From an optimization exercise on the open Yosys and OpenROAD flow, aimed at small area, a short achievable clock period and few clock cycles per item; shortcuts taken in it are not production practice. At most, simulation tests tie the RTL to the original design; equivalence was not proved. For run 1, only the layout was checked, not whether the RTL still works.

==> flow/design.v (outline; a module is shown in full before it is edited, if it fits) <==
// module boothRows: 371 lines
// module csaAcc: 143 lines
// module peTop: 324 lines
module peTop (
	input wire clk,
	input wire rstN,
	input wire cmdValid,
	input wire [2:0] cmdOp,
	input wire [16-1:0] cmdData,
	output logic cmdReady,
	output logic outValid,
	output logic [16-1:0] outData,
	input wire outReady
);
  // ...
==> flow/flow/run.sh <==
#!/bin/bash
set -euo pipefail
MARGIN=$(cat flow/margin.txt)
bash standard.sh synth > synth.log 2>&1
bash standard.sh SETUP_SLACK_MARGIN="$MARGIN" finish > layout.log 2>&1
==> flow/flow/margin.txt <==
5.8
==> flow/standard.sh <==
#!/bin/bash
# synth_recipe.tcl (not shown) runs the flow's synth.tcl, then flattens the netlist and writes it again
# the make line also repeats each setting of config.mk as NAME=value (left out here)
make -C /OpenROAD-flow-scripts/flow DESIGN_CONFIG=/design/flow/config.mk WORK_HOME=/design/flow/orfs CLKGATE_MAP_FILE= SYNTH_SCRIPT=/design/flow/synth_recipe.tcl "${@:-finish}"
==> flow/config.mk <==
export PLATFORM = sky130hd
export DESIGN_NAME = peTop
export DESIGN_NICKNAME = peTop
export VERILOG_FILES = /design/flow/design.v
export SDC_FILE = /design/flow/constraint.sdc
export NUM_CORES = 4
export LEC_CHECK = 0
export CAP_MARGIN = 20
export CORE_MARGIN = 2
export CORE_UTILIZATION = 40
export SLEW_MARGIN = 20
==> flow/constraint.sdc <==
create_clock -name core_clock -period 9.0 [get_ports {clk}]
set_input_delay 1.8000 -clock core_clock [delete_from_list [all_inputs] [get_ports {clk}]]
set_output_delay 1.8000 -clock core_clock [all_outputs]
set_load 0.01 [all_outputs]
==> run_results.csv, run 1 <==
group,metric,value,unit
die,fp.dieH,295.2,microns
critical_path,r2r_start,"a2[12]$_DFF_PN0_",
detailed_routing,wl_met2,39880,microns
global_routing,grt_usage,19.07,%
finish,num-fill-cells,7476,
critical_path,crit_buf_inv,3,
global_routing,grt_util_met2,31.36,%
global_routing,grt_pass1_vias,21290,
detailed_routing,ant_nets,0,
placement,dpl_cell_area,35480,sq um
logic_synthesis,synth-main-ff-cell,"edfxtp_1",
finish,area_growth,13.53,%
detailed_routing,dr.pass1.iters,5,
logic_synthesis,synthXorXnorAreaFrac,5.934,%
sta,slew_headroom,26.72,%
finish,largest_reg_flops,256,
detailed_routing,top_layer_used,"met4",
sta,setup_viol,0,
sta,finalMaxSlewViolations,0,
placement,hpwlAfterDp,54850,microns
logic_synthesis,synthCells,2596,
finish,final_cells,3828,
critical_path,r2r-end,"accU.row1[17]$_DFF_P_",
critical_path,crit_path_start,"outHi$_SDFFCE_PN0P_",
logic_synthesis,ys_types,77,
clock_network,cts_buffers,71,
clock_network,cts_tree,"yes",
hold_path,min_path_type,"reg -> reg",
placement,dp_cells,3649,
finish,multi_input_area,14370,sq um
finish,multi_input_area_share,37.30,%
status,status,"finished clean",
finish,final_core_util,45.95,%
logic_synthesis,ys_ff_latch,665,
==> module csaAcc, before the edit <==
module csaAcc (
	input wire [31:0] row0,
	input wire [31:0] row1,
	input wire [31:0] sIn,
	input wire [31:0] cIn,
	output wire [31:0] sOut,
	output wire [31:0] cOut
);
	wire [31:0] acc0;
	wire [31:0] acc1;
	wire ha22_s = row0[0] ^ row1[0];
	wire ha22_c = row0[0] & row1[0];
	wire fa92_s = row0[1] ^ row1[1] ^ sIn[1];
	wire fa92_c = (row0[1] & row1[1]) | (row0[1] & sIn[1]) | (row1[1] & sIn[1]);
	wire fa93_s = row0[2] ^ row1[2] ^ sIn[2];
	wire fa93_c = (row0[2] & row1[2]) | (row0[2] & sIn[2]) | (row1[2] & sIn[2]);
	wire fa94_s = row0[3] ^ row1[3] ^ sIn[3];
	wire fa94_c = (row0[3] & row1[3]) | (row0[3] & sIn[3]) | (row1[3] & sIn[3]);
	wire fa95_s = row0[4] ^ row1[4] ^ sIn[4];
	wire fa95_c = (row0[4] & row1[4]) | (row0[4] & sIn[4]) | (row1[4] & sIn[4]);
	wire fa96_s = row0[5] ^ row1[5] ^ sIn[5];
	wire fa96_c = (row0[5] & row1[5]) | (row0[5] & sIn[5]) | (row1[5] & sIn[5]);
	wire fa97_s = row0[6] ^ row1[6] ^ sIn[6];
	wire fa97_c = (row0[6] & row1[6]) | (row0[6] & sIn[6]) | (row1[6] & sIn[6]);
	wire fa98_s = row0[7] ^ row1[7] ^ sIn[7];
	wire fa98_c = (row0[7] & row1[7]) | (row0[7] & sIn[7]) | (row1[7] & sIn[7]);
	wire fa99_s = row0[8] ^ row1[8] ^ sIn[8];
	wire fa99_c = (row0[8] & row1[8]) | (row0[8] & sIn[8]) | (row1[8] & sIn[8]);
	wire fa100_s = row0[9] ^ row1[9] ^ sIn[9];
	wire fa100_c = (row0[9] & row1[9]) | (row0[9] & sIn[9]) | (row1[9] & sIn[9]);
	wire fa101_s = row0[10] ^ row1[10] ^ sIn[10];
	wire fa101_c = (row0[10] & row1[10]) | (row0[10] & sIn[10]) | (row1[10] & sIn[10]);
	wire fa102_s = row0[11] ^ row1[11] ^ sIn[11];
	wire fa102_c = (row0[11] & row1[11]) | (row0[11] & sIn[11]) | (row1[11] & sIn[11]);
	wire fa103_s = row0[12] ^ row1[12] ^ sIn[12];
	wire fa103_c = (row0[12] & row1[12]) | (row0[12] & sIn[12]) | (row1[12] & sIn[12]);
	wire fa104_s = row0[13] ^ row1[13] ^ sIn[13];
	wire fa104_c = (row0[13] & row1[13]) | (row0[13] & sIn[13]) | (row1[13] & sIn[13]);
	wire fa105_s = row0[14] ^ row1[14] ^ sIn[14];
	wire fa105_c = (row0[14] & row1[14]) | (row0[14] & sIn[14]) | (row1[14] & sIn[14]);
	wire fa106_s = row0[15] ^ row1[15] ^ sIn[15];
	wire fa106_c = (row0[15] & row1[15]) | (row0[15] & sIn[15]) | (row1[15] & sIn[15]);
	wire fa107_s = row0[16] ^ row1[16] ^ sIn[16];
	wire fa107_c = (row0[16] & row1[16]) | (row0[16] & sIn[16]) | (row1[16] & sIn[16]);
	wire fa108_s = row0[17] ^ row1[17] ^ sIn[17];
	wire fa108_c = (row0[17] & row1[17]) | (row0[17] & sIn[17]) | (row1[17] & sIn[17]);
	wire fa109_s = row0[18] ^ row1[18] ^ sIn[18];
	wire fa109_c = (row0[18] & row1[18]) | (row0[18] & sIn[18]) | (row1[18] & sIn[18]);
	wire fa110_s = row0[19] ^ row1[19] ^ sIn[19];
	wire fa110_c = (row0[19] & row1[19]) | (row0[19] & sIn[19]) | (row1[19] & sIn[19]);
	wire fa111_s = row0[20] ^ row1[20] ^ sIn[20];
	wire fa111_c = (row0[20] & row1[20]) | (row0[20] & sIn[20]) | (row1[20] & sIn[20]);
	wire fa112_s = row0[21] ^ row1[21] ^ sIn[21];
	wire fa112_c = (row0[21] & row1[21]) | (row0[21] & sIn[21]) | (row1[21] & sIn[21]);
	wire fa113_s = row0[22] ^ row1[22] ^ sIn[22];
	wire fa113_c = (row0[22] & row1[22]) | (row0[22] & sIn[22]) | (row1[22] & sIn[22]);
	wire fa114_s = row0[23] ^ row1[23] ^ sIn[23];
	wire fa114_c = (row0[23] & row1[23]) | (row0[23] & sIn[23]) | (row1[23] & sIn[23]);
	wire fa115_s = row0[24] ^ row1[24] ^ sIn[24];
	wire fa115_c = (row0[24] & row1[24]) | (row0[24] & sIn[24]) | (row1[24] & sIn[24]);
	wire fa116_s = row0[25] ^ row1[25] ^ sIn[25];
	wire fa116_c = (row0[25] & row1[25]) | (row0[25] & sIn[25]) | (row1[25] & sIn[25]);
	wire fa117_s = row0[26] ^ row1[26] ^ sIn[26];
	wire fa117_c = (row0[26] & row1[26]) | (row0[26] & sIn[26]) | (row1[26] & sIn[26]);
	wire fa118_s = row0[27] ^ row1[27] ^ sIn[27];
	wire fa118_c = (row0[27] & row1[27]) | (row0[27] & sIn[27]) | (row1[27] & sIn[27]);
	wire fa119_s = row0[28] ^ row1[28] ^ sIn[28];
	wire fa119_c = (row0[28] & row1[28]) | (row0[28] & sIn[28]) | (row1[28] & sIn[28]);
	wire fa120_s = row0[29] ^ row1[29] ^ sIn[29];
	wire fa120_c = (row0[29] & row1[29]) | (row0[29] & sIn[29]) | (row1[29] & sIn[29]);
	wire fa121_s = row0[30] ^ row1[30] ^ sIn[30];
	wire fa121_c = (row0[30] & row1[30]) | (row0[30] & sIn[30]) | (row1[30] & sIn[30]);
	wire fa122_s = row0[31] ^ row1[31] ^ sIn[31];
	wire fa122_c = (row0[31] & row1[31]) | (row0[31] & sIn[31]) | (row1[31] & sIn[31]);
	wire ha23_s = sIn[0] ^ cIn[0];
	wire ha23_c = sIn[0] & cIn[0];
	wire fa123_s = cIn[1] ^ ha22_c ^ fa92_s;
	wire fa123_c = (cIn[1] & ha22_c) | (cIn[1] & fa92_s) | (ha22_c & fa92_s);
	wire fa124_s = cIn[2] ^ fa92_c ^ fa93_s;
	wire fa124_c = (cIn[2] & fa92_c) | (cIn[2] & fa93_s) | (fa92_c & fa93_s);
	wire fa125_s = cIn[3] ^ fa93_c ^ fa94_s;
	wire fa125_c = (cIn[3] & fa93_c) | (cIn[3] & fa94_s) | (fa93_c & fa94_s);
	wire fa126_s = cIn[4] ^ fa94_c ^ fa95_s;
	wire fa126_c = (cIn[4] & fa94_c) | (cIn[4] & fa95_s) | (fa94_c & fa95_s);
	wire fa127_s = cIn[5] ^ fa95_c ^ fa96_s;
	wire fa127_c = (cIn[5] & fa95_c) | (cIn[5] & fa96_s) | (fa95_c & fa96_s);
	wire fa128_s = cIn[6] ^ fa96_c ^ fa97_s;
	wire fa128_c = (cIn[6] & fa96_c) | (cIn[6] & fa97_s) | (fa96_c & fa97_s);
	wire fa129_s = cIn[7] ^ fa97_c ^ fa98_s;
	wire fa129_c = (cIn[7] & fa97_c) | (cIn[7] & fa98_s) | (fa97_c & fa98_s);
	wire fa130_s = cIn[8] ^ fa98_c ^ fa99_s;
	wire fa130_c = (cIn[8] & fa98_c) | (cIn[8] & fa99_s) | (fa98_c & fa99_s);
	wire fa131_s = cIn[9] ^ fa99_c ^ fa100_s;
	wire fa131_c = (cIn[9] & fa99_c) | (cIn[9] & fa100_s) | (fa99_c & fa100_s);
	wire fa132_s = cIn[10] ^ fa100_c ^ fa101_s;
	wire fa132_c = (cIn[10] & fa100_c) | (cIn[10] & fa101_s) | (fa100_c & fa101_s);
	wire fa133_s = cIn[11] ^ fa101_c ^ fa102_s;
	wire fa133_c = (cIn[11] & fa101_c) | (cIn[11] & fa102_s) | (fa101_c & fa102_s);
	wire fa134_s = cIn[12] ^ fa102_c ^ fa103_s;
	wire fa134_c = (cIn[12] & fa102_c) | (cIn[12] & fa103_s) | (fa102_c & fa103_s);
	wire fa135_s = cIn[13] ^ fa103_c ^ fa104_s;
	wire fa135_c = (cIn[13] & fa103_c) | (cIn[13] & fa104_s) | (fa103_c & fa104_s);
	wire fa136_s = cIn[14] ^ fa104_c ^ fa105_s;
	wire fa136_c = (cIn[14] & fa104_c) | (cIn[14] & fa105_s) | (fa104_c & fa105_s);
	wire fa137_s = cIn[15] ^ fa105_c ^ fa106_s;
	wire fa137_c = (cIn[15] & fa105_c) | (cIn[15] & fa106_s) | (fa105_c & fa106_s);
	wire fa138_s = cIn[16] ^ fa106_c ^ fa107_s;
	wire fa138_c = (cIn[16] & fa106_c) | (cIn[16] & fa107_s) | (fa106_c & fa107_s);
	wire fa139_s = cIn[17] ^ fa107_c ^ fa108_s;
	wire fa139_c = (cIn[17] & fa107_c) | (cIn[17] & fa108_s) | (fa107_c & fa108_s);
	wire fa140_s = cIn[18] ^ fa108_c ^ fa109_s;
	wire fa140_c = (cIn[18] & fa108_c) | (cIn[18] & fa109_s) | (fa108_c & fa109_s);
	wire fa141_s = cIn[19] ^ fa109_c ^ fa110_s;
	wire fa141_c = (cIn[19] & fa109_c) | (cIn[19] & fa110_s) | (fa109_c & fa110_s);
	wire fa142_s = cIn[20] ^ fa110_c ^ fa111_s;
	wire fa142_c = (cIn[20] & fa110_c) | (cIn[20] & fa111_s) | (fa110_c & fa111_s);
	wire fa143_s = cIn[21] ^ fa111_c ^ fa112_s;
	wire fa143_c = (cIn[21] & fa111_c) | (cIn[21] & fa112_s) | (fa111_c & fa112_s);
	wire fa144_s = cIn[22] ^ fa112_c ^ fa113_s;
	wire fa144_c = (cIn[22] & fa112_c) | (cIn[22] & fa113_s) | (fa112_c & fa113_s);
	wire fa145_s = cIn[23] ^ fa113_c ^ fa114_s;
	wire fa145_c = (cIn[23] & fa113_c) | (cIn[23] & fa114_s) | (fa113_c & fa114_s);
	wire fa146_s = cIn[24] ^ fa114_c ^ fa115_s;
	wire fa146_c = (cIn[24] & fa114_c) | (cIn[24] & fa115_s) | (fa114_c & fa115_s);
	wire fa147_s = cIn[25] ^ fa115_c ^ fa116_s;
	wire fa147_c = (cIn[25] & fa115_c) | (cIn[25] & fa116_s) | (fa115_c & fa116_s);
	wire fa148_s = cIn[26] ^ fa116_c ^ fa117_s;
	wire fa148_c = (cIn[26] & fa116_c) | (cIn[26] & fa117_s) | (fa116_c & fa117_s);
	wire fa149_s = cIn[27] ^ fa117_c ^ fa118_s;
	wire fa149_c = (cIn[27] & fa117_c) | (cIn[27] & fa118_s) | (fa117_c & fa118_s);
	wire fa150_s = cIn[28] ^ fa118_c ^ fa119_s;
	wire fa150_c = (cIn[28] & fa118_c) | (cIn[28] & fa119_s) | (fa118_c & fa119_s);
	wire fa151_s = cIn[29] ^ fa119_c ^ fa120_s;
	wire fa151_c = (cIn[29] & fa119_c) | (cIn[29] & fa120_s) | (fa119_c & fa120_s);
	wire fa152_s = cIn[30] ^ fa120_c ^ fa121_s;
	wire fa152_c = (cIn[30] & fa120_c) | (cIn[30] & fa121_s) | (fa120_c & fa121_s);
	wire fa153_s = cIn[31] ^ fa121_c ^ fa122_s;
	wire fa153_c = (cIn[31] & fa121_c) | (cIn[31] & fa122_s) | (fa121_c & fa122_s);
	assign acc0 = {fa152_c, fa151_c, fa150_c, fa149_c, fa148_c, fa147_c, fa146_c, fa145_c, fa144_c, fa143_c, fa142_c, fa141_c, fa140_c, fa139_c, fa138_c, fa137_c, fa136_c, fa135_c, fa134_c, fa133_c, fa132_c, fa131_c, fa130_c, fa129_c, fa128_c, fa127_c, fa126_c, fa125_c, fa124_c, fa123_c, ha23_c, ha22_s};
	assign acc1 = {fa153_s, fa152_s, fa151_s, fa150_s, fa149_s, fa148_s, fa147_s, fa146_s, fa145_s, fa144_s, fa143_s, fa142_s, fa141_s, fa140_s, fa139_s, fa138_s, fa137_s, fa136_s, fa135_s, fa134_s, fa133_s, fa132_s, fa131_s, fa130_s, fa129_s, fa128_s, fa127_s, fa126_s, fa125_s, fa124_s, fa123_s, ha23_s};
	assign sOut = acc0;
	assign cOut = acc1;
endmodule
==> run 2, diff against run 1 <==
--- a/flow/design.v
+++ b/flow/design.v
@@ -1,17 +1,18 @@
 `timescale 1ns/1ps
 `default_nettype none
 module boothRows (
 	input wire [15:0] a,
 	input wire [7:0] bNeg,
 	input wire [7:0] bOne,
 	input wire [7:0] bTwo,
 	output wire [31:0] row0,
-	output wire [31:0] row1
+	output wire [31:0] row1,
+	output wire [31:0] row2
 );
 	wire pp0_0 = ((a[0] & bOne[0])) ^ bNeg[0];
 	wire pp0_1 = ((a[1] & bOne[0]) | (a[0] & bTwo[0])) ^ bNeg[0];
 	wire pp0_2 = ((a[2] & bOne[0]) | (a[1] & bTwo[0])) ^ bNeg[0];
 	wire pp0_3 = ((a[3] & bOne[0]) | (a[2] & bTwo[0])) ^ bNeg[0];
 	wire pp0_4 = ((a[4] & bOne[0]) | (a[3] & bTwo[0])) ^ bNeg[0];
 	wire pp0_5 = ((a[5] & bOne[0]) | (a[4] & bTwo[0])) ^ bNeg[0];
 	wire pp0_6 = ((a[6] & bOne[0]) | (a[5] & bTwo[0])) ^ bNeg[0];
@@ -307,215 +308,225 @@
 	wire fa64_s = pp7_10 ^ fa44_c ^ ha14_c;
 	wire fa64_c = (pp7_10 & fa44_c) | (pp7_10 & ha14_c) | (fa44_c & ha14_c);
 	wire fa65_s = pp7_11 ^ 1'b1 ^ fa45_c;
 	wire fa65_c = (pp7_11 & 1'b1) | (pp7_11 & fa45_c) | (1'b1 & fa45_c);
 	wire fa66_s = ~pp5_16 ^ pp6_14 ^ pp7_12;
 	wire fa66_c = (~pp5_16 & pp6_14) | (~pp5_16 & pp7_12) | (pp6_14 & pp7_12);
 	wire ha18_s = pp6_15 ^ pp7_13;
 	wire ha18_c = pp6_15 & pp7_13;
-	wire ha19_s = pp0_2 ^ pp1_0;
-	wire ha19_c = pp0_2 & pp1_0;
-	wire ha20_s = pp0_3 ^ pp1_1;
-	wire ha20_c = pp0_3 & pp1_1;
-	wire fa67_s = pp2_0 ^ bNeg[2] ^ ha16_s;
-	wire fa67_c = (pp2_0 & bNeg[2]) | (pp2_0 & ha16_s) | (bNeg[2] & ha16_s);
-	wire fa68_s = pp2_1 ^ ha16_c ^ ha17_s;
-	wire fa68_c = (pp2_1 & ha16_c) | (pp2_1 & ha17_s) | (ha16_c & ha17_s);
-	wire fa69_s = ha10_s ^ ha17_c ^ fa46_s;
-	wire fa69_c = (ha10_s & ha17_c) | (ha10_s & fa46_s) | (ha17_c & fa46_s);
-	wire fa70_s = ha11_s ^ fa46_c ^ fa47_s;
-	wire fa70_c = (ha11_s & fa46_c) | (ha11_s & fa47_s) | (fa46_c & fa47_s);
-	wire fa71_s = ha12_s ^ fa47_c ^ fa48_s;
-	wire fa71_c = (ha12_s & fa47_c) | (ha12_s & fa48_s) | (fa47_c & fa48_s);
-	wire fa72_s = ha13_s ^ fa48_c ^ fa49_s;
-	wire fa72_c = (ha13_s & fa48_c) | (ha13_s & fa49_s) | (fa48_c & fa49_s);
-	wire fa73_s = fa19_s ^ fa49_c ^ fa50_s;
-	wire fa73_c = (fa19_s & fa49_c) | (fa19_s & fa50_s) | (fa49_c & fa50_s);
-	wire fa74_s = fa21_s ^ fa50_c ^ fa51_s;
-	wire fa74_c = (fa21_s & fa50_c) | (fa21_s & fa51_s) | (fa50_c & fa51_s);
-	wire fa75_s = fa23_s ^ fa51_c ^ fa52_s;
-	wire fa75_c = (fa23_s & fa51_c) | (fa23_s & fa52_s) | (fa51_c & fa52_s);
-	wire fa76_s = fa25_s ^ fa52_c ^ fa53_s;
-	wire fa76_c = (fa25_s & fa52_c) | (fa25_s & fa53_s) | (fa52_c & fa53_s);
-	wire fa77_s = fa27_s ^ fa53_c ^ fa54_s;
-	wire fa77_c = (fa27_s & fa53_c) | (fa27_s & fa54_s) | (fa53_c & fa54_s);
-	wire fa78_s = fa29_s ^ fa54_c ^ fa55_s;
-	wire fa78_c = (fa29_s & fa54_c) | (fa29_s & fa55_s) | (fa54_c & fa55_s);
-	wire fa79_s = fa31_s ^ fa55_c ^ fa56_s;
-	wire fa79_c = (fa31_s & fa55_c) | (fa31_s & fa56_s) | (fa55_c & fa56_s);
-	wire fa80_s = fa33_s ^ fa56_c ^ fa57_s;
-	wire fa80_c = (fa33_s & fa56_c) | (fa33_s & fa57_s) | (fa56_c & fa57_s);
-	wire fa81_s = fa35_s ^ fa57_c ^ fa58_s;
-	wire fa81_c = (fa35_s & fa57_c) | (fa35_s & fa58_s) | (fa57_c & fa58_s);
-	wire fa82_s = fa37_s ^ fa58_c ^ fa59_s;
-	wire fa82_c = (fa37_s & fa58_c) | (fa37_s & fa59_s) | (fa58_c & fa59_s);
-	wire fa83_s = fa39_s ^ fa59_c ^ fa60_s;
-	wire fa83_c = (fa39_s & fa59_c) | (fa39_s & fa60_s) | (fa59_c & fa60_s);
-	wire fa84_s = fa41_s ^ fa60_c ^ fa61_s;
-	wire fa84_c = (fa41_s & fa60_c) | (fa41_s & fa61_s) | (fa60_c & fa61_s);
-	wire fa85_s = fa43_s ^ fa61_c ^ fa62_s;
-	wire fa85_c = (fa43_s & fa61_c) | (fa43_s & fa62_s) | (fa61_c & fa62_s);
-	wire fa86_s = ha14_s ^ fa62_c ^ fa63_s;
-	wire fa86_c = (ha14_s & fa62_c) | (ha14_s & fa63_s) | (fa62_c & fa63_s);
-	wire fa87_s = fa45_s ^ fa63_c ^ fa64_s;
-	wire fa87_c = (fa45_s & fa63_c) | (fa45_s & fa64_s) | (fa63_c & fa64_s);
-	wire fa88_s = ha15_s ^ fa64_c ^ fa65_s;
-	wire fa88_c = (ha15_s & fa64_c) | (ha15_s & fa65_s) | (fa64_c & fa65_s);
-	wire fa89_s = ha15_c ^ fa65_c ^ fa66_s;
-	wire fa89_c = (ha15_c & fa65_c) | (ha15_c & fa66_s) | (fa65_c & fa66_s);
-	wire fa90_s = 1'b1 ^ fa66_c ^ ha18_s;
-	wire fa90_c = (1'b1 & fa66_c) | (1'b1 & ha18_s) | (fa66_c & ha18_s);
-	wire fa91_s = ~pp6_16 ^ pp7_14 ^ ha18_c;
-	wire fa91_c = (~pp6_16 & pp7_14) | (~pp6_16 & ha18_c) | (pp7_14 & ha18_c);
-	wire ha21_s = pp7_15 ^ 1'b1;
-	wire ha21_c = pp7_15 & 1'b1;
-	assign row0 = {1'b1, ~pp7_16, fa91_c, fa90_c, fa89_c, fa88_c, fa87_c, fa86_c, fa85_c, fa84_c, fa83_c, fa82_c, fa81_c, fa80_c, fa79_c, fa78_c, fa77_c, fa76_c, fa75_c, fa74_c, fa73_c, fa72_c, fa71_c, fa70_c, fa69_c, fa68_c, fa67_c, ha20_c, ha19_c, bNeg[1], pp0_1, pp0_0};
-	assign row1 = {1'b0, ha21_c, ha21_s, fa91_s, fa90_s, fa89_s, fa88_s, fa87_s, fa86_s, fa85_s, fa84_s, fa83_s, fa82_s, fa81_s, fa80_s, fa79_s, fa78_s, fa77_s, fa76_s, fa75_s, fa74_s, fa73_s, fa72_s, fa71_s, fa70_s, fa69_s, fa68_s, fa67_s, ha20_s, ha19_s, 1'b0, bNeg[0]};
+	assign row0 = {1'b1, ~pp7_16, pp7_15, ~pp6_16, 1'b1, ha15_c, ha15_s, fa45_s, ha14_s, fa43_s, fa41_s, fa39_s, fa37_s, fa35_s, fa33_s, fa31_s, fa29_s, fa27_s, fa25_s, fa23_s, fa21_s, fa19_s, ha13_s, ha12_s, ha11_s, ha10_s, pp2_1, pp2_0, pp0_3, pp0_2, pp0_1, pp0_0};
+	assign row1 = {1'b0, 1'b0, 1'b1, pp7_14, fa66_c, fa65_c, fa64_c, fa63_c, fa62_c, fa61_c, fa60_c, fa59_c, fa58_c, fa57_c, fa56_c, fa55_c, fa54_c, fa53_c, fa52_c, fa51_c, fa50_c, fa49_c, fa48_c, fa47_c, fa46_c, ha17_c, ha16_c, bNeg[2], pp1_1, pp1_0, 1'b0, bNeg[0]};
+	assign row2 = {1'b0, 1'b0, 1'b0, ha18_c, ha18_s, fa66_s, fa65_s, fa64_s, fa63_s, fa62_s, fa61_s, fa60_s, fa59_s, fa58_s, fa57_s, fa56_s, fa55_s, fa54_s, fa53_s, fa52_s, fa51_s, fa50_s, fa49_s, fa48_s, fa47_s, fa46_s, ha17_s, ha16_s, 1'b0, bNeg[1], 1'b0, 1'b0};
 endmodule
 module csaAcc (
 	input wire [31:0] row0,
 	input wire [31:0] row1,
+	input wire [31:0] row2,
 	input wire [31:0] sIn,
 	input wire [31:0] cIn,
 	output wire [31:0] sOut,
 	output wire [31:0] cOut
 );
 	wire [31:0] acc0;
 	wire [31:0] acc1;
-	wire ha22_s = row0[0] ^ row1[0];
-	wire ha22_c = row0[0] & row1[0];
-	wire fa92_s = row0[1] ^ row1[1] ^ sIn[1];
-	wire fa92_c = (row0[1] & row1[1]) | (row0[1] & sIn[1]) | (row1[1] & sIn[1]);
-	wire fa93_s = row0[2] ^ row1[2] ^ sIn[2];
-	wire fa93_c = (row0[2] & row1[2]) | (row0[2] & sIn[2]) | (row1[2] & sIn[2]);
-	wire fa94_s = row0[3] ^ row1[3] ^ sIn[3];
-	wire fa94_c = (row0[3] & row1[3]) | (row0[3] & sIn[3]) | (row1[3] & sIn[3]);
-	wire fa95_s = row0[4] ^ row1[4] ^ sIn[4];
-	wire fa95_c = (row0[4] & row1[4]) | (row0[4] & sIn[4]) | (row1[4] & sIn[4]);
-	wire fa96_s = row0[5] ^ row1[5] ^ sIn[5];
-	wire fa96_c = (row0[5] & row1[5]) | (row0[5] & sIn[5]) | (row1[5] & sIn[5]);
-	wire fa97_s = row0[6] ^ row1[6] ^ sIn[6];
-	wire fa97_c = (row0[6] & row1[6]) | (row0[6] & sIn[6]) | (row1[6] & sIn[6]);
-	wire fa98_s = row0[7] ^ row1[7] ^ sIn[7];
-	wire fa98_c = (row0[7] & row1[7]) | (row0[7] & sIn[7]) | (row1[7] & sIn[7]);
-	wire fa99_s = row0[8] ^ row1[8] ^ sIn[8];
-	wire fa99_c = (row0[8] & row1[8]) | (row0[8] & sIn[8]) | (row1[8] & sIn[8]);
-	wire fa100_s = row0[9] ^ row1[9] ^ sIn[9];
-	wire fa100_c = (row0[9] & row1[9]) | (row0[9] & sIn[9]) | (row1[9] & sIn[9]);
-	wire fa101_s = row0[10] ^ row1[10] ^ sIn[10];
-	wire fa101_c = (row0[10] & row1[10]) | (row0[10] & sIn[10]) | (row1[10] & sIn[10]);
-	wire fa102_s = row0[11] ^ row1[11] ^ sIn[11];
-	wire fa102_c = (row0[11] & row1[11]) | (row0[11] & sIn[11]) | (row1[11] & sIn[11]);
-	wire fa103_s = row0[12] ^ row1[12] ^ sIn[12];
-	wire fa103_c = (row0[12] & row1[12]) | (row0[12] & sIn[12]) | (row1[12] & sIn[12]);
-	wire fa104_s = row0[13] ^ row1[13] ^ sIn[13];
-	wire fa104_c = (row0[13] & row1[13]) | (row0[13] & sIn[13]) | (row1[13] & sIn[13]);
-	wire fa105_s = row0[14] ^ row1[14] ^ sIn[14];
-	wire fa105_c = (row0[14] & row1[14]) | (row0[14] & sIn[14]) | (row1[14] & sIn[14]);
-	wire fa106_s = row0[15] ^ row1[15] ^ sIn[15];
-	wire fa106_c = (row0[15] & row1[15]) | (row0[15] & sIn[15]) | (row1[15] & sIn[15]);
-	wire fa107_s = row0[16] ^ row1[16] ^ sIn[16];
-	wire fa107_c = (row0[16] & row1[16]) | (row0[16] & sIn[16]) | (row1[16] & sIn[16]);
-	wire fa108_s = row0[17] ^ row1[17] ^ sIn[17];
-	wire fa108_c = (row0[17] & row1[17]) | (row0[17] & sIn[17]) | (row1[17] & sIn[17]);
-	wire fa109_s = row0[18] ^ row1[18] ^ sIn[18];
-	wire fa109_c = (row0[18] & row1[18]) | (row0[18] & sIn[18]) | (row1[18] & sIn[18]);
-	wire fa110_s = row0[19] ^ row1[19] ^ sIn[19];
-	wire fa110_c = (row0[19] & row1[19]) | (row0[19] & sIn[19]) | (row1[19] & sIn[19]);
-	wire fa111_s = row0[20] ^ row1[20] ^ sIn[20];
-	wire fa111_c = (row0[20] & row1[20]) | (row0[20] & sIn[20]) | (row1[20] & sIn[20]);
-	wire fa112_s = row0[21] ^ row1[21] ^ sIn[21];
-	wire fa112_c = (row0[21] & row1[21]) | (row0[21] & sIn[21]) | (row1[21] & sIn[21]);
-	wire fa113_s = row0[22] ^ row1[22] ^ sIn[22];
-	wire fa113_c = (row0[22] & row1[22]) | (row0[22] & sIn[22]) | (row1[22] & sIn[22]);
-	wire fa114_s = row0[23] ^ row1[23] ^ sIn[23];
-	wire fa114_c = (row0[23] & row1[23]) | (row0[23] & sIn[23]) | (row1[23] & sIn[23]);
-	wire fa115_s = row0[24] ^ row1[24] ^ sIn[24];
-	wire fa115_c = (row0[24] & row1[24]) | (row0[24] & sIn[24]) | (row1[24] & sIn[24]);
-	wire fa116_s = row0[25] ^ row1[25] ^ sIn[25];
-	wire fa116_c = (row0[25] & row1[25]) | (row0[25] & sIn[25]) | (row1[25] & sIn[25]);
-	wire fa117_s = row0[26] ^ row1[26] ^ sIn[26];
-	wire fa117_c = (row0[26] & row1[26]) | (row0[26] & sIn[26]) | (row1[26] & sIn[26]);
-	wire fa118_s = row0[27] ^ row1[27] ^ sIn[27];
-	wire fa118_c = (row0[27] & row1[27]) | (row0[27] & sIn[27]) | (row1[27] & sIn[27]);
-	wire fa119_s = row0[28] ^ row1[28] ^ sIn[28];
-	wire fa119_c = (row0[28] & row1[28]) | (row0[28] & sIn[28]) | (row1[28] & sIn[28]);
-	wire fa120_s = row0[29] ^ row1[29] ^ sIn[29];
-	wire fa120_c = (row0[29] & row1[29]) | (row0[29] & sIn[29]) | (row1[29] & sIn[29]);
-	wire fa121_s = row0[30] ^ row1[30] ^ sIn[30];
-	wire fa121_c = (row0[30] & row1[30]) | (row0[30] & sIn[30]) | (row1[30] & sIn[30]);
-	wire fa122_s = row0[31] ^ row1[31] ^ sIn[31];
-	wire fa122_c = (row0[31] & row1[31]) | (row0[31] & sIn[31]) | (row1[31] & sIn[31]);
-	wire ha23_s = sIn[0] ^ cIn[0];
-	wire ha23_c = sIn[0] & cIn[0];
-	wire fa123_s = cIn[1] ^ ha22_c ^ fa92_s;
-	wire fa123_c = (cIn[1] & ha22_c) | (cIn[1] & fa92_s) | (ha22_c & fa92_s);
-	wire fa124_s = cIn[2] ^ fa92_c ^ fa93_s;
-	wire fa124_c = (cIn[2] & fa92_c) | (cIn[2] & fa93_s) | (fa92_c & fa93_s);
-	wire fa125_s = cIn[3] ^ fa93_c ^ fa94_s;
-	wire fa125_c = (cIn[3] & fa93_c) | (cIn[3] & fa94_s) | (fa93_c & fa94_s);
-	wire fa126_s = cIn[4] ^ fa94_c ^ fa95_s;
-	wire fa126_c = (cIn[4] & fa94_c) | (cIn[4] & fa95_s) | (fa94_c & fa95_s);
-	wire fa127_s = cIn[5] ^ fa95_c ^ fa96_s;
-	wire fa127_c = (cIn[5] & fa95_c) | (cIn[5] & fa96_s) | (fa95_c & fa96_s);
-	wire fa128_s = cIn[6] ^ fa96_c ^ fa97_s;
-	wire fa128_c = (cIn[6] & fa96_c) | (cIn[6] & fa97_s) | (fa96_c & fa97_s);
-	wire fa129_s = cIn[7] ^ fa97_c ^ fa98_s;
-	wire fa129_c = (cIn[7] & fa97_c) | (cIn[7] & fa98_s) | (fa97_c & fa98_s);
-	wire fa130_s = cIn[8] ^ fa98_c ^ fa99_s;
-	wire fa130_c = (cIn[8] & fa98_c) | (cIn[8] & fa99_s) | (fa98_c & fa99_s);
-	wire fa131_s = cIn[9] ^ fa99_c ^ fa100_s;
-	wire fa131_c = (cIn[9] & fa99_c) | (cIn[9] & fa100_s) | (fa99_c & fa100_s);
-	wire fa132_s = cIn[10] ^ fa100_c ^ fa101_s;
-	wire fa132_c = (cIn[10] & fa100_c) | (cIn[10] & fa101_s) | (fa100_c & fa101_s);
-	wire fa133_s = cIn[11] ^ fa101_c ^ fa102_s;
-	wire fa133_c = (cIn[11] & fa101_c) | (cIn[11] & fa102_s) | (fa101_c & fa102_s);
-	wire fa134_s = cIn[12] ^ fa102_c ^ fa103_s;
-	wire fa134_c = (cIn[12] & fa102_c) | (cIn[12] & fa103_s) | (fa102_c & fa103_s);
-	wire fa135_s = cIn[13] ^ fa103_c ^ fa104_s;
-	wire fa135_c = (cIn[13] & fa103_c) | (cIn[13] & fa104_s) | (fa103_c & fa104_s);
-	wire fa136_s = cIn[14] ^ fa104_c ^ fa105_s;
-	wire fa136_c = (cIn[14] & fa104_c) | (cIn[14] & fa105_s) | (fa104_c & fa105_s);
-	wire fa137_s = cIn[15] ^ fa105_c ^ fa106_s;
-	wire fa137_c = (cIn[15] & fa105_c) | (cIn[15] & fa106_s) | (fa105_c & fa106_s);
-	wire fa138_s = cIn[16] ^ fa106_c ^ fa107_s;
-	wire fa138_c = (cIn[16] & fa106_c) | (cIn[16] & fa107_s) | (fa106_c & fa107_s);
-	wire fa139_s = cIn[17] ^ fa107_c ^ fa108_s;
-	wire fa139_c = (cIn[17] & fa107_c) | (cIn[17] & fa108_s) | (fa107_c & fa108_s);
-	wire fa140_s = cIn[18] ^ fa108_c ^ fa109_s;
-	wire fa140_c = (cIn[18] & fa108_c) | (cIn[18] & fa109_s) | (fa108_c & fa109_s);
-	wire fa141_s = cIn[19] ^ fa109_c ^ fa110_s;
-	wire fa141_c = (cIn[19] & fa109_c) | (cIn[19] & fa110_s) | (fa109_c & fa110_s);
-	wire fa142_s = cIn[20] ^ fa110_c ^ fa111_s;
-	wire fa142_c = (cIn[20] & fa110_c) | (cIn[20] & fa111_s) | (fa110_c & fa111_s);
-	wire fa143_s = cIn[21] ^ fa111_c ^ fa112_s;
-	wire fa143_c = (cIn[21] & fa111_c) | (cIn[21] & fa112_s) | (fa111_c & fa112_s);
-	wire fa144_s = cIn[22] ^ fa112_c ^ fa113_s;
-	wire fa144_c = (cIn[22] & fa112_c) | (cIn[22] & fa113_s) | (fa112_c & fa113_s);
-	wire fa145_s = cIn[23] ^ fa113_c ^ fa114_s;
-	wire fa145_c = (cIn[23] & fa113_c) | (cIn[23] & fa114_s) | (fa113_c & fa114_s);
-	wire fa146_s = cIn[24] ^ fa114_c ^ fa115_s;
-	wire fa146_c = (cIn[24] & fa114_c) | (cIn[24] & fa115_s) | (fa114_c & fa115_s);
-	wire fa147_s = cIn[25] ^ fa115_c ^ fa116_s;
-	wire fa147_c = (cIn[25] & fa115_c) | (cIn[25] & fa116_s) | (fa115_c & fa116_s);
-	wire fa148_s = cIn[26] ^ fa116_c ^ fa117_s;
-	wire fa148_c = (cIn[26] & fa116_c) | (cIn[26] & fa117_s) | (fa116_c & fa117_s);
-	wire fa149_s = cIn[27] ^ fa117_c ^ fa118_s;
-	wire fa149_c = (cIn[27] & fa117_c) | (cIn[27] & fa118_s) | (fa117_c & fa118_s);
-	wire fa150_s = cIn[28] ^ fa118_c ^ fa119_s;
-	wire fa150_c = (cIn[28] & fa118_c) | (cIn[28] & fa119_s) | (fa118_c & fa119_s);
-	wire fa151_s = cIn[29] ^ fa119_c ^ fa120_s;
-	wire fa151_c = (cIn[29] & fa119_c) | (cIn[29] & fa120_s) | (fa119_c & fa120_s);
-	wire fa152_s = cIn[30] ^ fa120_c ^ fa121_s;
-	wire fa152_c = (cIn[30] & fa120_c) | (cIn[30] & fa121_s) | (fa120_c & fa121_s);
-	wire fa153_s = cIn[31] ^ fa121_c ^ fa122_s;
-	wire fa153_c = (cIn[31] & fa121_c) | (cIn[31] & fa122_s) | (fa121_c & fa122_s);
-	assign acc0 = {fa152_c, fa151_c, fa150_c, fa149_c, fa148_c, fa147_c, fa146_c, fa145_c, fa144_c, fa143_c, fa142_c, fa141_c, fa140_c, fa139_c, fa138_c, fa137_c, fa136_c, fa135_c, fa134_c, fa133_c, fa132_c, fa131_c, fa130_c, fa129_c, fa128_c, fa127_c, fa126_c, fa125_c, fa124_c, fa123_c, ha23_c, ha22_s};
-	assign acc1 = {fa153_s, fa152_s, fa151_s, fa150_s, fa149_s, fa148_s, fa147_s, fa146_s, fa145_s, fa144_s, fa143_s, fa142_s, fa141_s, fa140_s, fa139_s, fa138_s, fa137_s, fa136_s, fa135_s, fa134_s, fa133_s, fa132_s, fa131_s, fa130_s, fa129_s, fa128_s, fa127_s, fa126_s, fa125_s, fa124_s, fa123_s, ha23_s};
+	wire ha19_s = row0[0] ^ row1[0];
+	wire ha19_c = row0[0] & row1[0];
+	wire fa67_s = row0[1] ^ row1[1] ^ row2[1];
+	wire fa67_c = (row0[1] & row1[1]) | (row0[1] & row2[1]) | (row1[1] & row2[1]);
+	wire fa68_s = row0[2] ^ row1[2] ^ row2[2];
+	wire fa68_c = (row0[2] & row1[2]) | (row0[2] & row2[2]) | (row1[2] & row2[2]);
+	wire fa69_s = row0[3] ^ row1[3] ^ row2[3];
+	wire fa69_c = (row0[3] & row1[3]) | (row0[3] & row2[3]) | (row1[3] & row2[3]);
+	wire fa70_s = row0[4] ^ row1[4] ^ row2[4];
+	wire fa70_c = (row0[4] & row1[4]) | (row0[4] & row2[4]) | (row1[4] & row2[4]);
+	wire fa71_s = row0[5] ^ row1[5] ^ row2[5];
+	wire fa71_c = (row0[5] & row1[5]) | (row0[5] & row2[5]) | (row1[5] & row2[5]);
+	wire fa72_s = row0[6] ^ row1[6] ^ row2[6];
+	wire fa72_c = (row0[6] & row1[6]) | (row0[6] & row2[6]) | (row1[6] & row2[6]);
+	wire fa73_s = row0[7] ^ row1[7] ^ row2[7];
+	wire fa73_c = (row0[7] & row1[7]) | (row0[7] & row2[7]) | (row1[7] & row2[7]);
+	wire fa74_s = row0[8] ^ row1[8] ^ row2[8];
+	wire fa74_c = (row0[8] & row1[8]) | (row0[8] & row2[8]) | (row1[8] & row2[8]);
+	wire fa75_s = row0[9] ^ row1[9] ^ row2[9];
+	wire fa75_c = (row0[9] & row1[9]) | (row0[9] & row2[9]) | (row1[9] & row2[9]);
+	wire fa76_s = row0[10] ^ row1[10] ^ row2[10];
+	wire fa76_c = (row0[10] & row1[10]) | (row0[10] & row2[10]) | (row1[10] & row2[10]);
+	wire fa77_s = row0[11] ^ row1[11] ^ row2[11];
+	wire fa77_c = (row0[11] & row1[11]) | (row0[11] & row2[11]) | (row1[11] & row2[11]);
+	wire fa78_s = row0[12] ^ row1[12] ^ row2[12];
+	wire fa78_c = (row0[12] & row1[12]) | (row0[12] & row2[12]) | (row1[12] & row2[12]);
+	wire fa79_s = row0[13] ^ row1[13] ^ row2[13];
+	wire fa79_c = (row0[13] & row1[13]) | (row0[13] & row2[13]) | (row1[13] & row2[13]);
+	wire fa80_s = row0[14] ^ row1[14] ^ row2[14];
+	wire fa80_c = (row0[14] & row1[14]) | (row0[14] & row2[14]) | (row1[14] & row2[14]);
+	wire fa81_s = row0[15] ^ row1[15] ^ row2[15];
+	wire fa81_c = (row0[15] & row1[15]) | (row0[15] & row2[15]) | (row1[15] & row2[15]);
+	wire fa82_s = row0[16] ^ row1[16] ^ row2[16];
+	wire fa82_c = (row0[16] & row1[16]) | (row0[16] & row2[16]) | (row1[16] & row2[16]);
+	wire fa83_s = row0[17] ^ row1[17] ^ row2[17];
+	wire fa83_c = (row0[17] & row1[17]) | (row0[17] & row2[17]) | (row1[17] & row2[17]);
+	wire fa84_s = row0[18] ^ row1[18] ^ row2[18];
+	wire fa84_c = (row0[18] & row1[18]) | (row0[18] & row2[18]) | (row1[18] & row2[18]);
+	wire fa85_s = row0[19] ^ row1[19] ^ row2[19];
+	wire fa85_c = (row0[19] & row1[19]) | (row0[19] & row2[19]) | (row1[19] & row2[19]);
+	wire fa86_s = row0[20] ^ row1[20] ^ row2[20];
+	wire fa86_c = (row0[20] & row1[20]) | (row0[20] & row2[20]) | (row1[20] & row2[20]);
+	wire fa87_s = row0[21] ^ row1[21] ^ row2[21];
+	wire fa87_c = (row0[21] & row1[21]) | (row0[21] & row2[21]) | (row1[21] & row2[21]);
+	wire fa88_s = row0[22] ^ row1[22] ^ row2[22];
+	wire fa88_c = (row0[22] & row1[22]) | (row0[22] & row2[22]) | (row1[22] & row2[22]);
+	wire fa89_s = row0[23] ^ row1[23] ^ row2[23];
+	wire fa89_c = (row0[23] & row1[23]) | (row0[23] & row2[23]) | (row1[23] & row2[23]);
+	wire fa90_s = row0[24] ^ row1[24] ^ row2[24];
+	wire fa90_c = (row0[24] & row1[24]) | (row0[24] & row2[24]) | (row1[24] & row2[24]);
+	wire fa91_s = row0[25] ^ row1[25] ^ row2[25];
+	wire fa91_c = (row0[25] & row1[25]) | (row0[25] & row2[25]) | (row1[25] & row2[25]);
+	wire fa92_s = row0[26] ^ row1[26] ^ row2[26];
+	wire fa92_c = (row0[26] & row1[26]) | (row0[26] & row2[26]) | (row1[26] & row2[26]);
+	wire fa93_s = row0[27] ^ row1[27] ^ row2[27];
+	wire fa93_c = (row0[27] & row1[27]) | (row0[27] & row2[27]) | (row1[27] & row2[27]);
+	wire fa94_s = row0[28] ^ row1[28] ^ row2[28];
+	wire fa94_c = (row0[28] & row1[28]) | (row0[28] & row2[28]) | (row1[28] & row2[28]);
+	wire fa95_s = row0[29] ^ row1[29] ^ row2[29];
+	wire fa95_c = (row0[29] & row1[29]) | (row0[29] & row2[29]) | (row1[29] & row2[29]);
+	wire fa96_s = row0[30] ^ row1[30] ^ row2[30];
+	wire fa96_c = (row0[30] & row1[30]) | (row0[30] & row2[30]) | (row1[30] & row2[30]);
+	wire fa97_s = row0[31] ^ row1[31] ^ row2[31];
+	wire fa97_c = (row0[31] & row1[31]) | (row0[31] & row2[31]) | (row1[31] & row2[31]);
+	wire ha20_s = row2[0] ^ sIn[0];
+	wire ha20_c = row2[0] & sIn[0];
+	wire fa98_s = sIn[1] ^ cIn[1] ^ ha19_c;
+	wire fa98_c = (sIn[1] & cIn[1]) | (sIn[1] & ha19_c) | (cIn[1] & ha19_c);
+	wire fa99_s = sIn[2] ^ cIn[2] ^ fa67_c;
+	wire fa99_c = (sIn[2] & cIn[2]) | (sIn[2] & fa67_c) | (cIn[2] & fa67_c);
+	wire fa100_s = sIn[3] ^ cIn[3] ^ fa68_c;
+	wire fa100_c = (sIn[3] & cIn[3]) | (sIn[3] & fa68_c) | (cIn[3] & fa68_c);
+	wire fa101_s = sIn[4] ^ cIn[4] ^ fa69_c;
+	wire fa101_c = (sIn[4] & cIn[4]) | (sIn[4] & fa69_c) | (cIn[4] & fa69_c);
+	wire fa102_s = sIn[5] ^ cIn[5] ^ fa70_c;
+	wire fa102_c = (sIn[5] & cIn[5]) | (sIn[5] & fa70_c) | (cIn[5] & fa70_c);
+	wire fa103_s = sIn[6] ^ cIn[6] ^ fa71_c;
+	wire fa103_c = (sIn[6] & cIn[6]) | (sIn[6] & fa71_c) | (cIn[6] & fa71_c);
+	wire fa104_s = sIn[7] ^ cIn[7] ^ fa72_c;
+	wire fa104_c = (sIn[7] & cIn[7]) | (sIn[7] & fa72_c) | (cIn[7] & fa72_c);
+	wire fa105_s = sIn[8] ^ cIn[8] ^ fa73_c;
+	wire fa105_c = (sIn[8] & cIn[8]) | (sIn[8] & fa73_c) | (cIn[8] & fa73_c);
+	wire fa106_s = sIn[9] ^ cIn[9] ^ fa74_c;
+	wire fa106_c = (sIn[9] & cIn[9]) | (sIn[9] & fa74_c) | (cIn[9] & fa74_c);
+	wire fa107_s = sIn[10] ^ cIn[10] ^ fa75_c;
+	wire fa107_c = (sIn[10] & cIn[10]) | (sIn[10] & fa75_c) | (cIn[10] & fa75_c);
+	wire fa108_s = sIn[11] ^ cIn[11] ^ fa76_c;
+	wire fa108_c = (sIn[11] & cIn[11]) | (sIn[11] & fa76_c) | (cIn[11] & fa76_c);
+	wire fa109_s = sIn[12] ^ cIn[12] ^ fa77_c;
+	wire fa109_c = (sIn[12] & cIn[12]) | (sIn[12] & fa77_c) | (cIn[12] & fa77_c);
+	wire fa110_s = sIn[13] ^ cIn[13] ^ fa78_c;
+	wire fa110_c = (sIn[13] & cIn[13]) | (sIn[13] & fa78_c) | (cIn[13] & fa78_c);
+	wire fa111_s = sIn[14] ^ cIn[14] ^ fa79_c;
+	wire fa111_c = (sIn[14] & cIn[14]) | (sIn[14] & fa79_c) | (cIn[14] & fa79_c);
+	wire fa112_s = sIn[15] ^ cIn[15] ^ fa80_c;
+	wire fa112_c = (sIn[15] & cIn[15]) | (sIn[15] & fa80_c) | (cIn[15] & fa80_c);
+	wire fa113_s = sIn[16] ^ cIn[16] ^ fa81_c;
+	wire fa113_c = (sIn[16] & cIn[16]) | (sIn[16] & fa81_c) | (cIn[16] & fa81_c);
+	wire fa114_s = sIn[17] ^ cIn[17] ^ fa82_c;
+	wire fa114_c = (sIn[17] & cIn[17]) | (sIn[17] & fa82_c) | (cIn[17] & fa82_c);
+	wire fa115_s = sIn[18] ^ cIn[18] ^ fa83_c;
+	wire fa115_c = (sIn[18] & cIn[18]) | (sIn[18] & fa83_c) | (cIn[18] & fa83_c);
+	wire fa116_s = sIn[19] ^ cIn[19] ^ fa84_c;
+	wire fa116_c = (sIn[19] & cIn[19]) | (sIn[19] & fa84_c) | (cIn[19] & fa84_c);
+	wire fa117_s = sIn[20] ^ cIn[20] ^ fa85_c;
+	wire fa117_c = (sIn[20] & cIn[20]) | (sIn[20] & fa85_c) | (cIn[20] & fa85_c);
+	wire fa118_s = sIn[21] ^ cIn[21] ^ fa86_c;
+	wire fa118_c = (sIn[21] & cIn[21]) | (sIn[21] & fa86_c) | (cIn[21] & fa86_c);
+	wire fa119_s = sIn[22] ^ cIn[22] ^ fa87_c;
+	wire fa119_c = (sIn[22] & cIn[22]) | (sIn[22] & fa87_c) | (cIn[22] & fa87_c);
+	wire fa120_s = sIn[23] ^ cIn[23] ^ fa88_c;
+	wire fa120_c = (sIn[23] & cIn[23]) | (sIn[23] & fa88_c) | (cIn[23] & fa88_c);
+	wire fa121_s = sIn[24] ^ cIn[24] ^ fa89_c;
+	wire fa121_c = (sIn[24] & cIn[24]) | (sIn[24] & fa89_c) | (cIn[24] & fa89_c);
+	wire fa122_s = sIn[25] ^ cIn[25] ^ fa90_c;
+	wire fa122_c = (sIn[25] & cIn[25]) | (sIn[25] & fa90_c) | (cIn[25] & fa90_c);
+	wire fa123_s = sIn[26] ^ cIn[26] ^ fa91_c;
+	wire fa123_c = (sIn[26] & cIn[26]) | (sIn[26] & fa91_c) | (cIn[26] & fa91_c);
+	wire fa124_s = sIn[27] ^ cIn[27] ^ fa92_c;
+	wire fa124_c = (sIn[27] & cIn[27]) | (sIn[27] & fa92_c) | (cIn[27] & fa92_c);
+	wire fa125_s = sIn[28] ^ cIn[28] ^ fa93_c;
+	wire fa125_c = (sIn[28] & cIn[28]) | (sIn[28] & fa93_c) | (cIn[28] & fa93_c);
+	wire fa126_s = sIn[29] ^ cIn[29] ^ fa94_c;
+	wire fa126_c = (sIn[29] & cIn[29]) | (sIn[29] & fa94_c) | (cIn[29] & fa94_c);
+	wire fa127_s = sIn[30] ^ cIn[30] ^ fa95_c;
+	wire fa127_c = (sIn[30] & cIn[30]) | (sIn[30] & fa95_c) | (cIn[30] & fa95_c);
+	wire fa128_s = sIn[31] ^ cIn[31] ^ fa96_c;
+	wire fa128_c = (sIn[31] & cIn[31]) | (sIn[31] & fa96_c) | (cIn[31] & fa96_c);
+	wire ha21_s = cIn[0] ^ ha19_s;
+	wire ha21_c = cIn[0] & ha19_s;
+	wire fa129_s = fa67_s ^ ha20_c ^ fa98_s;
+	wire fa129_c = (fa67_s & ha20_c) | (fa67_s & fa98_s) | (ha20_c & fa98_s);
+	wire fa130_s = fa68_s ^ fa98_c ^ fa99_s;
+	wire fa130_c = (fa68_s & fa98_c) | (fa68_s & fa99_s) | (fa98_c & fa99_s);
+	wire fa131_s = fa69_s ^ fa99_c ^ fa100_s;
+	wire fa131_c = (fa69_s & fa99_c) | (fa69_s & fa100_s) | (fa99_c & fa100_s);
+	wire fa132_s = fa70_s ^ fa100_c ^ fa101_s;
+	wire fa132_c = (fa70_s & fa100_c) | (fa70_s & fa101_s) | (fa100_c & fa101_s);
+	wire fa133_s = fa71_s ^ fa101_c ^ fa102_s;
+	wire fa133_c = (fa71_s & fa101_c) | (fa71_s & fa102_s) | (fa101_c & fa102_s);
+	wire fa134_s = fa72_s ^ fa102_c ^ fa103_s;
+	wire fa134_c = (fa72_s & fa102_c) | (fa72_s & fa103_s) | (fa102_c & fa103_s);
+	wire fa135_s = fa73_s ^ fa103_c ^ fa104_s;
+	wire fa135_c = (fa73_s & fa103_c) | (fa73_s & fa104_s) | (fa103_c & fa104_s);
+	wire fa136_s = fa74_s ^ fa104_c ^ fa105_s;
+	wire fa136_c = (fa74_s & fa104_c) | (fa74_s & fa105_s) | (fa104_c & fa105_s);
+	wire fa137_s = fa75_s ^ fa105_c ^ fa106_s;
+	wire fa137_c = (fa75_s & fa105_c) | (fa75_s & fa106_s) | (fa105_c & fa106_s);
+	wire fa138_s = fa76_s ^ fa106_c ^ fa107_s;
+	wire fa138_c = (fa76_s & fa106_c) | (fa76_s & fa107_s) | (fa106_c & fa107_s);
+	wire fa139_s = fa77_s ^ fa107_c ^ fa108_s;
+	wire fa139_c = (fa77_s & fa107_c) | (fa77_s & fa108_s) | (fa107_c & fa108_s);
+	wire fa140_s = fa78_s ^ fa108_c ^ fa109_s;
+	wire fa140_c = (fa78_s & fa108_c) | (fa78_s & fa109_s) | (fa108_c & fa109_s);
+	wire fa141_s = fa79_s ^ fa109_c ^ fa110_s;
+	wire fa141_c = (fa79_s & fa109_c) | (fa79_s & fa110_s) | (fa109_c & fa110_s);
+	wire fa142_s = fa80_s ^ fa110_c ^ fa111_s;
+	wire fa142_c = (fa80_s & fa110_c) | (fa80_s & fa111_s) | (fa110_c & fa111_s);
+	wire fa143_s = fa81_s ^ fa111_c ^ fa112_s;
+	wire fa143_c = (fa81_s & fa111_c) | (fa81_s & fa112_s) | (fa111_c & fa112_s);
+	wire fa144_s = fa82_s ^ fa112_c ^ fa113_s;
+	wire fa144_c = (fa82_s & fa112_c) | (fa82_s & fa113_s) | (fa112_c & fa113_s);
+	wire fa145_s = fa83_s ^ fa113_c ^ fa114_s;
+	wire fa145_c = (fa83_s & fa113_c) | (fa83_s & fa114_s) | (fa113_c & fa114_s);
+	wire fa146_s = fa84_s ^ fa114_c ^ fa115_s;
+	wire fa146_c = (fa84_s & fa114_c) | (fa84_s & fa115_s) | (fa114_c & fa115_s);
+	wire fa147_s = fa85_s ^ fa115_c ^ fa116_s;
+	wire fa147_c = (fa85_s & fa115_c) | (fa85_s & fa116_s) | (fa115_c & fa116_s);
+	wire fa148_s = fa86_s ^ fa116_c ^ fa117_s;
+	wire fa148_c = (fa86_s & fa116_c) | (fa86_s & fa117_s) | (fa116_c & fa117_s);
+	wire fa149_s = fa87_s ^ fa117_c ^ fa118_s;
+	wire fa149_c = (fa87_s & fa117_c) | (fa87_s & fa118_s) | (fa117_c & fa118_s);
+	wire fa150_s = fa88_s ^ fa118_c ^ fa119_s;
+	wire fa150_c = (fa88_s & fa118_c) | (fa88_s & fa119_s) | (fa118_c & fa119_s);
+	wire fa151_s = fa89_s ^ fa119_c ^ fa120_s;
+	wire fa151_c = (fa89_s & fa119_c) | (fa89_s & fa120_s) | (fa119_c & fa120_s);
+	wire fa152_s = fa90_s ^ fa120_c ^ fa121_s;
+	wire fa152_c = (fa90_s & fa120_c) | (fa90_s & fa121_s) | (fa120_c & fa121_s);
+	wire fa153_s = fa91_s ^ fa121_c ^ fa122_s;
+	wire fa153_c = (fa91_s & fa121_c) | (fa91_s & fa122_s) | (fa121_c & fa122_s);
+	wire fa154_s = fa92_s ^ fa122_c ^ fa123_s;
+	wire fa154_c = (fa92_s & fa122_c) | (fa92_s & fa123_s) | (fa122_c & fa123_s);
+	wire fa155_s = fa93_s ^ fa123_c ^ fa124_s;
+	wire fa155_c = (fa93_s & fa123_c) | (fa93_s & fa124_s) | (fa123_c & fa124_s);
+	wire fa156_s = fa94_s ^ fa124_c ^ fa125_s;
+	wire fa156_c = (fa94_s & fa124_c) | (fa94_s & fa125_s) | (fa124_c & fa125_s);
+	wire fa157_s = fa95_s ^ fa125_c ^ fa126_s;
+	wire fa157_c = (fa95_s & fa125_c) | (fa95_s & fa126_s) | (fa125_c & fa126_s);
+	wire fa158_s = fa96_s ^ fa126_c ^ fa127_s;
+	wire fa158_c = (fa96_s & fa126_c) | (fa96_s & fa127_s) | (fa126_c & fa127_s);
+	wire fa159_s = fa97_s ^ fa127_c ^ fa128_s;
+	wire fa159_c = (fa97_s & fa127_c) | (fa97_s & fa128_s) | (fa127_c & fa128_s);
+	assign acc0 = {fa158_c, fa157_c, fa156_c, fa155_c, fa154_c, fa153_c, fa152_c, fa151_c, fa150_c, fa149_c, fa148_c, fa147_c, fa146_c, fa145_c, fa144_c, fa143_c, fa142_c, fa141_c, fa140_c, fa139_c, fa138_c, fa137_c, fa136_c, fa135_c, fa134_c, fa133_c, fa132_c, fa131_c, fa130_c, fa129_c, ha21_c, ha20_s};
+	assign acc1 = {fa159_s, fa158_s, fa157_s, fa156_s, fa155_s, fa154_s, fa153_s, fa152_s, fa151_s, fa150_s, fa149_s, fa148_s, fa147_s, fa146_s, fa145_s, fa144_s, fa143_s, fa142_s, fa141_s, fa140_s, fa139_s, fa138_s, fa137_s, fa136_s, fa135_s, fa134_s, fa133_s, fa132_s, fa131_s, fa130_s, fa129_s, ha21_s};
 	assign sOut = acc0;
 	assign cOut = acc1;
 endmodule
 `default_nettype wire
 `timescale 1ns/1ps
 `default_nettype none
 module peTop (
 	input wire clk,
@@ -555,16 +566,17 @@
 	logic [15:0] a2;
 	logic [7:0] bNeg2;
 	logic [7:0] bOne2;
 	logic [7:0] bTwo2;
 	logic act3;
 	logic clr3;
 	logic [31:0] row0;
 	logic [31:0] row1;
+	logic [31:0] row2;
 	logic [31:0] accS;
 	logic [31:0] accC;
 	logic accZ;
 	logic outVal;
 	logic outValidQ;
 	assign outValid = outValidQ;
 	logic [7:0] outLo;
 	logic outHi;
@@ -728,36 +740,38 @@
 		begin
 			bNeg[j] = wx[2*j+2];
 			bOne[j] = wx[2*j+1] ^ wx[2*j];
 			bTwo[j] = (wx[2*j+2] && !wx[2*j+1] && !wx[2*j]) || (!wx[2*j+2] && wx[2*j+1] && wx[2*j]);
 		end
 	end
 	wire [31:0] prodRow0;
 	wire [31:0] prodRow1;
+	wire [31:0] prodRow2;
 	boothRows mulU (
 		.a(a2), .bNeg(bNeg2), .bOne(bOne2), .bTwo(bTwo2),
-		.row0(prodRow0), .row1(prodRow1)
+		.row0(prodRow0), .row1(prodRow1), .row2(prodRow2)
 	);
 	wire [31:0] accSNext;
 	wire [31:0] accCNext;
 	csaAcc accU (
-		.row0(row0), .row1(row1),
+		.row0(row0), .row1(row1), .row2(row2),
 		.sIn((capNow || accZ) ? 32'd0 : accS), .cIn((capNow || accZ) ? 32'd0 : accC),
 		.sOut(accSNext), .cOut(accCNext)
 	);
 	always_ff @(posedge clk)
 	begin
 		accS <= accSNext;
 		accC <= accCNext;
 		bNeg2 <= bNeg;
 		bOne2 <= bOne;
 		bTwo2 <= bTwo;
 		row0 <= prodRow0;
 		row1 <= prodRow1;
+		row2 <= prodRow2;
 	end
 	always_ff @(posedge clk or negedge rstN)
 	begin
 		if (!rstN)
 		begin
 			act2 <= 1'b0;
 			clr2 <= 1'b0;
 			act3 <= 1'b0;
==> flow/config.mk (replaced) <==
export PLATFORM = sky130hd
export DESIGN_NAME = peTop
export DESIGN_NICKNAME = peTop
export VERILOG_FILES = /design/flow/design.v
export SDC_FILE = /design/flow/constraint.sdc
export NUM_CORES = 4
export LEC_CHECK = 0
export CAP_MARGIN = 20
export CORE_MARGIN = 2
export CORE_UTILIZATION = 40
export CTS_BUF_LIST = sky130_fd_sc_hd__clkbuf_4 sky130_fd_sc_hd__clkbuf_8
export SLEW_MARGIN = 20
==> run 2 against run 1 <==
Still clean on timing, DRC and antenna. Wire length up 1.8%. Sequential share of layout area up 0.76 points. Via count up 1.9%. First-iteration DRC count up 0.29%. Critical endpoint is now outData[9].
==> run_results.csv, run 2 <==
group,metric,value,unit
logic_synthesis,syn_area,34300,sq um
logic_synthesis,synth-simple-area-share,6.238,%
logic_synthesis,ys_types,90,
clock_network,cts_buffers,113,
finish,regArea,18630,sq um
critical_path,rrSetupSlack,5.93,ns
logic_synthesis,yosysMostFrequentCell,"edfxtp_1",
logic_synthesis,synth-async-reset-ratio,7.569,%
finish,multi_input_area,14160,sq um
logic_synthesis,synth-main-ff-cell,"edfxtp_1",
clock_network,cts_tree,"yes",
clock_network,clockRootBuffer,"clkbuf_8",
logic_synthesis,ys_top_cells_by_area,"edfxtp_1 40%, dfxtp_1 10%, fa_1 8.5%",
placement,port_buffers,40,
placement,place_ws,4.961,ns
die,ios,41,
hold_path,hp-start,"clr2$_DFF_PN0_",
finish,layout_common_cells,"460 x edfxtp_1, 267 x inv_1, 175 x nand2_1, 170 x dfxtp_1, 157 x xnor2_1",
logic_synthesis,synthXorXnorAreaFrac,5.895,%
global_routing,grt_pass1_vias,21530,
finish,final_common_cell,"edfxtp_1",
critical_path,r2r-end,"rem[14]$_DFFE_PP_",
sta,slew_headroom,23.79,%
die,die_w,296.8,microns
critical_path,reg2reg_depth,11,
clock_network,clk_path_buf_depth,3,
die,fp.dieH,296.8,microns
placement,hpwlAfterDp,54070,microns
global_routing,gr-total-overflow,0,
global_routing,antenna_found_initial,1,
logic_synthesis,synth-compound-area-share,8.296,%
logic_synthesis,seq_area_frac_synth,54.29,%
clock_network,clk_pin_slew,0.06,ns
sta,worst_pin_slew,1.143,ns
global_routing,grt_pass1_wl,128700,microns
hold_path,hold_end,"clr3$_DFF_PN0_",
die,core,85010,sq um
clock_network,cts_sinks,687,
logic_synthesis,synth_top_area_share,40.27,%
detailed_routing,via_per_inst,5.345,
finish,num-fill-cells,7612,
global_routing,grt_start_max_net_pins,69,
clock_network,ctsHoldBuffers,0,
logic_synthesis,synthMuxAreaShare,8.438,%
critical_path,crit_type,"reg -> out",
critical_path,cp.arrival,1.50,ns
critical_path,cp-end-kind,"output port",
critical_path,crit_path_start,"outHi$_SDFFCE_PN0P_",
logic_synthesis,synthAdderAreaFrac,11.97,%
detailed_routing,drt_wl_total,83660,microns
detailed_routing,dr_total_vias,20940,
logic_synthesis,synth_edf_count,460,
critical_path,startpoint_type,"flip-flop",
placement,dp_cells,3682,
detailed_routing,dr.pass1.iters,5,
sta,post-route-min-period,3.299,ns
finish,nNetsFinal,2941,
sta,skew,0.07477,ns
placement,gp_congestion,0.9265,
logic_synthesis,synth_top_family_by_area,"adder cells",
die,start_util,40.34,%
die,dieArea,88100,sq um
logic_synthesis,avgSynthCellArea,13.14,sq um
sta,fmax,0.3031,GHz
critical_path,r2r_start,"rem[1]$_DFFE_PP_",
logic_synthesis,ys_warn_count,1,
finish,reg_top3,"wmem: 256 flops, bmem: 128 flops, accC: 32 flops",
detailed_routing,drc,0,
critical_path,cp.required,7.20,ns
logic_synthesis,ys_ff_latch,687,
sta,post-route-period-util,36.66,%
sta,setup_viol,0,
hold_path,hold_depth,0,
sta,grt_setup_unrepaired,"true",
sta,setup_ws,5.701,ns
global_routing,grt_usage,18.78,%
logic_synthesis,synth_commonest_cells,"460 x edfxtp_1, 267 x inv_1, 179 x nand2_1",
logic_synthesis,synth_nets,2875,
finish,final_cells,3918,
sta,finalHoldViolCount,0,
finish,area_growth,12.80,%
status,status,"finished clean",
sta,setup_tns,0,ns
critical_path,cp_max_fo,2,
logic_synthesis,synthCells,2611,
logic_synthesis,yosysTopAreaCell,"edfxtp_1",
hold_path,min_path_type,"reg -> reg",
detailed_routing,first_iter_violations,1727,
finish,largest_reg_flops,256,
clock_network,insertion_delay,0.77,ns
finish,drive_above_1_share,17.02,%
finish,regMostFlops,"wmem",
run,maxCapViolations,0,
sta,finalMaxSlewViolations,0,
detailed_routing,ant_nets,0,
die,row_count,107,
clock_network,htree_levels,3,
detailed_routing,wl_per_cell,21.35,microns
## run 2: final cells by class
type / count / share of cell area (%)
Antenna cell: 1 / 0.006468
Clock buffer: 170 / 5.352
Clock inverter: 41 / 0.9185
Inverter: 271 / 2.629
Multi-Input combinational cell: 1500 / 36.61
Sequential cell: 687 / 48.16
Tap cell: 1144 / 3.700
Timing Repair Buffer: 104 / 2.620
## run 2: worst max path at each step
stage                        end  cells past startpoint
2_1_floorplan    accC[3]$_DFF_P_                     13
3_3_place_gp   dvs[15]$_DFFE_PP_                     11
3_5_place_dp   dvs[13]$_DFFE_PP_                     11
4_1_cts              outData[14]                      2
5_1_grt               outData[9]                      3
6_report              outData[9]                      3
## run 2: what timing repair did
item                       in CTS  in global routing
pin swaps                       1                  5
resized for setup              71                 41
setup endpoints to repair     137                117
gates cloned                    1                  4
buffers inserted                7                 11
## run 2: critical path: stages (launching register included)
cell and delay (ns):
edfxtp_1 0.41, buf_6 0.14, buf_6 0.10, buf_6 0.11
## run 2: cell families after synthesis
kind of cell | count (synthesis)
AND/OR/NAND/NOR | 454
other | 1
AO/OA/AOI/OAI | 426
XOR/XNOR | 230
flip-flops | 687
buffers and inverters | 425
adder cells (fa/ha/maj) | 241
multiplexers | 147
## run 2: routing by layer
metal / wire (microns) / global-route usage (%)
met4: 2736 / 7.167
met2: 41690 / 31.91
met1: 34660 / 24.11
met3: 4580 / 3.050
met5: 0 / 0
## run 2: per-stage QoR
step / cell area, sq um / hold slack [ns] / util [%]
floorplan: 34300 / 0.3290 / -
global placement: 35830 / 0.3740 / 42.14
detailed placement: 35830 / 0.3730 / 42.15
CTS: 38390 / 0.3808 / 45.15
global route: 38690 / 0.4008 / 45.51
finish: 38690 / 0.3803 / 45.51
Testbench counts of run 2, summed over its fixed seeds: cycles 7,708, results 384.

[port drivers added, routing unchanged]
How much do the figures lean on ideal ports? The routed layouts below were timed once more, with nothing changed but the port constraints. Step 1: set_driving_cell puts a clkbuf_16 on clk and a buf_2 on each other input, an assumption about the parent block. Step 2 moves the port delays by t, midway between the first and last clock arrival at a register: inputs arrive t later, outputs are due t later. That takes back most of the time a late clock gives input paths. Slacks: ideal ports / drivers / drivers and shift; pairs: ideal ports / drivers.
run | t (ns) | setup WS [ns] | worst hold slack (ns)
run 1 | 0.689 | 5.781 / 5.718 / 5.324 | 0.378 / 0.378 / 0.378
run 2 | 0.785 | 5.701 / 5.644 / 5.405 | 0.380 / 0.380 / 0.380
After both steps every run listed still meets setup and hold. For run 1, which loses most, drivers alone change the setup slack by -0.063 ns; drivers and shift together by -0.457 ns.
